This is an optimization exercise on Yosys and OpenROAD, whose aim is small area, not a production implementation.
The RTL was checked by simulation tests, not by an equivalence proof against the original design.
No activity file was given, so power comes from the tool's default toggle rates.

==> inputs of job 9338 <==
## scanline_buf_ctrl
module scanline_buf_ctrl #(
    parameter int unsigned REPEAT      = 2,
    parameter int unsigned LINE_LEN    = 256,
    parameter logic [5:0]  BLANK_COLOR = 6'h0F
) (
    input  logic       clk,
    input  logic       rst_n,
    input  logic       ppu_pix_valid,
    input  logic [7:0] ppu_pix_x,
    input  logic [5:0] ppu_pix_data,
    input  logic       ppu_line_done,
    input  logic       flush,
    input  logic [7:0] vga_addr,
    input  logic       vga_line_end,
    output logic [5:0] vga_pixel,
    output logic       disp_valid,
    output logic [7:0] underrun_cnt,
    output logic       overrun
);
clock: 3.5 ns
lec_check: 0
cap_margin: 10
core_margin: 2
core_utilization: 45
setup_slack_margin: 0.1
slew_margin: 10
synth_hierarchical: 1
synth_minimum_keep_size: 0
standard.sh (not shown) runs the stock make flow with config.mk's settings and CLKGATE_MAP_FILE= SYNTH_SCRIPT=/design/flow/synth_recipe.tcl, a recipe that flattens the netlist after the stock synthesis.
==> flow/flow/run.sh <==
#!/bin/bash
# The standard layout (standard.sh), with two changes:
# - the port buffers are buf_2 cells rather than the flow's default delay
#   cells, which the resizer cannot later swap for a faster buffer;
# - clock tree synthesis builds larger sink clusters and inserts no dummy
#   loads, so the clock tree uses far fewer buffers.
# Each step's output goes to a log file here.
set -euo pipefail
export BUFFER_PORTS_ARGS="-buffer_cell sky130_fd_sc_hd__buf_2"
export CTS_ARGS="-sink_clustering_enable -repair_clock_nets -dont_use_dummy_load -sink_clustering_size 25 -sink_clustering_max_diameter 60"
for step in synth floorplan place cts route finish; do
  bash standard.sh "$step" > "log_${step}.log" 2>&1
done
==> inputs of job 8005, as changes to job 9338 <==
--- a/flow/design.v
+++ b/flow/design.v
@@ -111,57 +111,39 @@
         end
     end
     assign underrun_cnt = underrun_cnt_q;
     assign overrun      = overrun_q;
     always_ff @(posedge clk or negedge rst_n) begin
         if (!rst_n) pol_q <= 1'b0;
         else        pol_q <= ~pol_q;
     end
-    logic [NWORDS-1:0] we;
-    logic [63:0]       row_n;
-    logic [5:0]        col_x [0:7];
+    logic [NWORDS-1:0] we, we_n;
     logic [255:0]      rsel;
     logic [8:0]        waddr;
-    logic [5:0]        wdat_n;       
-    logic [7:0]        wsel_hi;      
-    logic [7:0]        wsel_mid;     
-    logic [7:0]        wsel_col;     
-    logic [7:0]        wsel_col_n;
-    assign waddr  = {wr_bank_q, ppu_pix_x};
-    assign wdat_n = ~(ppu_pix_data ^ {6{pol_q}});
-    scanline_buf_dec3 u_wdec_hi  (.en(wr_en), .a(waddr[8:6]), .y(wsel_hi));
-    scanline_buf_dec3 u_wdec_mid (.en(1'b1),  .a(waddr[5:3]), .y(wsel_mid));
-    scanline_buf_dec3 u_wdec_col (.en(1'b1),  .a(waddr[2:0]), .y(wsel_col));
-    assign wsel_col_n = ~wsel_col;
-    for (genvar r = 0; r < 64; r++) begin : g_wrow
-        scanline_buf_nand2 u_row (.a(wsel_hi[r/8]), .b(wsel_mid[r%8]), .y(row_n[r]));
-    end
-    for (genvar c = 0; c < 8; c++) begin : g_wcol
-        for (genvar b = 0; b < 6; b++) begin : g_bit
-            scanline_buf_nand2 u_colx (.a(wdat_n[b]), .b(wsel_col[c]), .y(col_x[c][b]));
-        end
-    end
-    for (genvar w = 0; w < NWORDS; w++) begin : g_we
-        scanline_buf_nor2 u_we (.a(row_n[w/8]), .b(wsel_col_n[w%8]), .y(we[w]));
-    end
-    logic [15:0] rlo_n, rhi_n;
-    scanline_buf_dec4 u_rdec_lo (.a(vga_addr[3:0]), .y_n(rlo_n));
-    scanline_buf_dec4 u_rdec_hi (.a(vga_addr[7:4]), .y_n(rhi_n));
-    for (genvar a = 0; a < 256; a++) begin : g_rsel
-        scanline_buf_nor2 u_rsel (.a(rlo_n[a%16]), .b(rhi_n[a/16]), .y(rsel[a]));
+    logic [5:0]        wdat;         
+    assign waddr = {wr_bank_q, ppu_pix_x};
+    assign wdat  = ppu_pix_data ^ {6{pol_q}};
+    always_comb begin
+        for (int w = 0; w < NWORDS; w++) begin
+            we[w]   = wr_en && (waddr == 9'(w));
+            we_n[w] = ~we[w];
+        end
+        for (int a = 0; a < 256; a++) begin
+            rsel[a] = (vga_addr == 8'(a));
+        end
     end
     logic [6*NWORDS-1:0] cell_q, cell_d;
     for (genvar w = 0; w < NWORDS; w++) begin : g_word
         for (genvar b = 0; b < 6; b++) begin : g_bit
             scanline_buf_wcell u_cell (
                 .q   (cell_q[6*w+b]),
                 .we  (we[w]),
-                .we_n(row_n[w/8]),
-                .x   (col_x[w%8][b]),
+                .we_n(we_n[w]),
+                .x   (wdat[b]),
                 .d   (cell_d[6*w+b])
             );
         end
     end
     always_ff @(posedge clk) begin
         cell_q <= cell_d;
     end
     logic [5:0] rd_pix;
@@ -254,35 +236,8 @@
     assign y = ~(a & b);
 endmodule
 module scanline_buf_nor3 (input logic a, b, c, output logic y);
     assign y = ~(a | b | c);
 endmodule
 module scanline_buf_nor2 (input logic a, b, output logic y);
     assign y = ~(a | b);
 endmodule
-module scanline_buf_dec4 (
-    input  logic [3:0]  a,
-    output logic [15:0] y_n
-);
-    logic [3:0] a_n;
-    assign a_n = ~a;
-    for (genvar i = 0; i < 16; i++) begin : g_out
-        scanline_buf_nand4 u_g (
-            .a(i[0] ? a[0] : a_n[0]),
-            .b(i[1] ? a[1] : a_n[1]),
-            .c(i[2] ? a[2] : a_n[2]),
-            .d(i[3] ? a[3] : a_n[3]),
-            .y(y_n[i])
-        );
-    end
-endmodule
-module scanline_buf_dec3 (
-    input  logic       en,
-    input  logic [2:0] a,
-    output logic [7:0] y
-);
-    always_comb begin
-        for (int i = 0; i < 8; i++) begin
-            y[i] = en && (a == 3'(i));
-        end
-    end
-endmodule
==> flow/run.sh (new file) <==
#!/bin/bash
# synth_recipe.tcl (not shown) runs the flow's synth.tcl, then flattens the netlist and writes it again
# the make line also repeats each setting of config.mk as NAME=value (left out here)
make -C /OpenROAD-flow-scripts/flow DESIGN_CONFIG=/design/flow/config.mk WORK_HOME=/design/flow/orfs CLKGATE_MAP_FILE= SYNTH_SCRIPT=/design/flow/synth_recipe.tcl finish
- CORE_UTILIZATION: 45 -> 50
- SETUP_SLACK_MARGIN: 0.1 -> unset
removed: flow/flow/run.sh
removed: flow/standard.sh
==> run notes <==
- Between job 9338 and job 8005, the lower worst hold slack is in job 9338 (gap 110 ps).
- In job 8005 the via count is higher than in job 9338, by 2.3%.
- Sequential cell count is the same in job 8005 and job 9338.
- In job 8005 the cell count is higher than in job 9338, by 7.1%.
- Job 9338 finished but failed the layout checks on negative setup slack. Job 8005 produced a layout that fails on negative setup slack.
- Wire length: job 9338 is higher than job 8005 (6.2%).
- In job 8005 the setup slack is better than in job 9338, by 28 ps.
- Against job 9338, the register-to-register slack of job 8005 is better by 70 ps.
- Between job 8005 and job 9338, the lower clock power is in job 9338 (gap about 70%, measured against job 9338).

==> static timing again, ports no longer ideal <==
Ports are ideal in the flow. The routed layouts listed here were re-timed in OpenROAD.
Step 1, drivers: a clkbuf_16 drives clk and a buf_2 each remaining input, both assumed.
Step 2 adds t to the input delays and takes it off the output delays; t is the mean of the earliest and latest rising clock arrival at the registers after step 1. Input paths then give back, and output paths get back, about the clock's delay inside the block.
Three values: no drivers, after step 1, after step 2; two values: the first two.
run	t, ns	setup WS [ns]	worst data-port slew with drivers (ns)	pins driven straight from the clock port
job 9338	0.952	-0.069 / 0.001 / -0.951	0.20	1
job 8005	1.019	-0.041 / -0.103 / -0.999	0.20	1
For job 8005, which loses most, drivers alone change the setup slack by -0.062 ns; drivers and shift together by -0.958 ns.
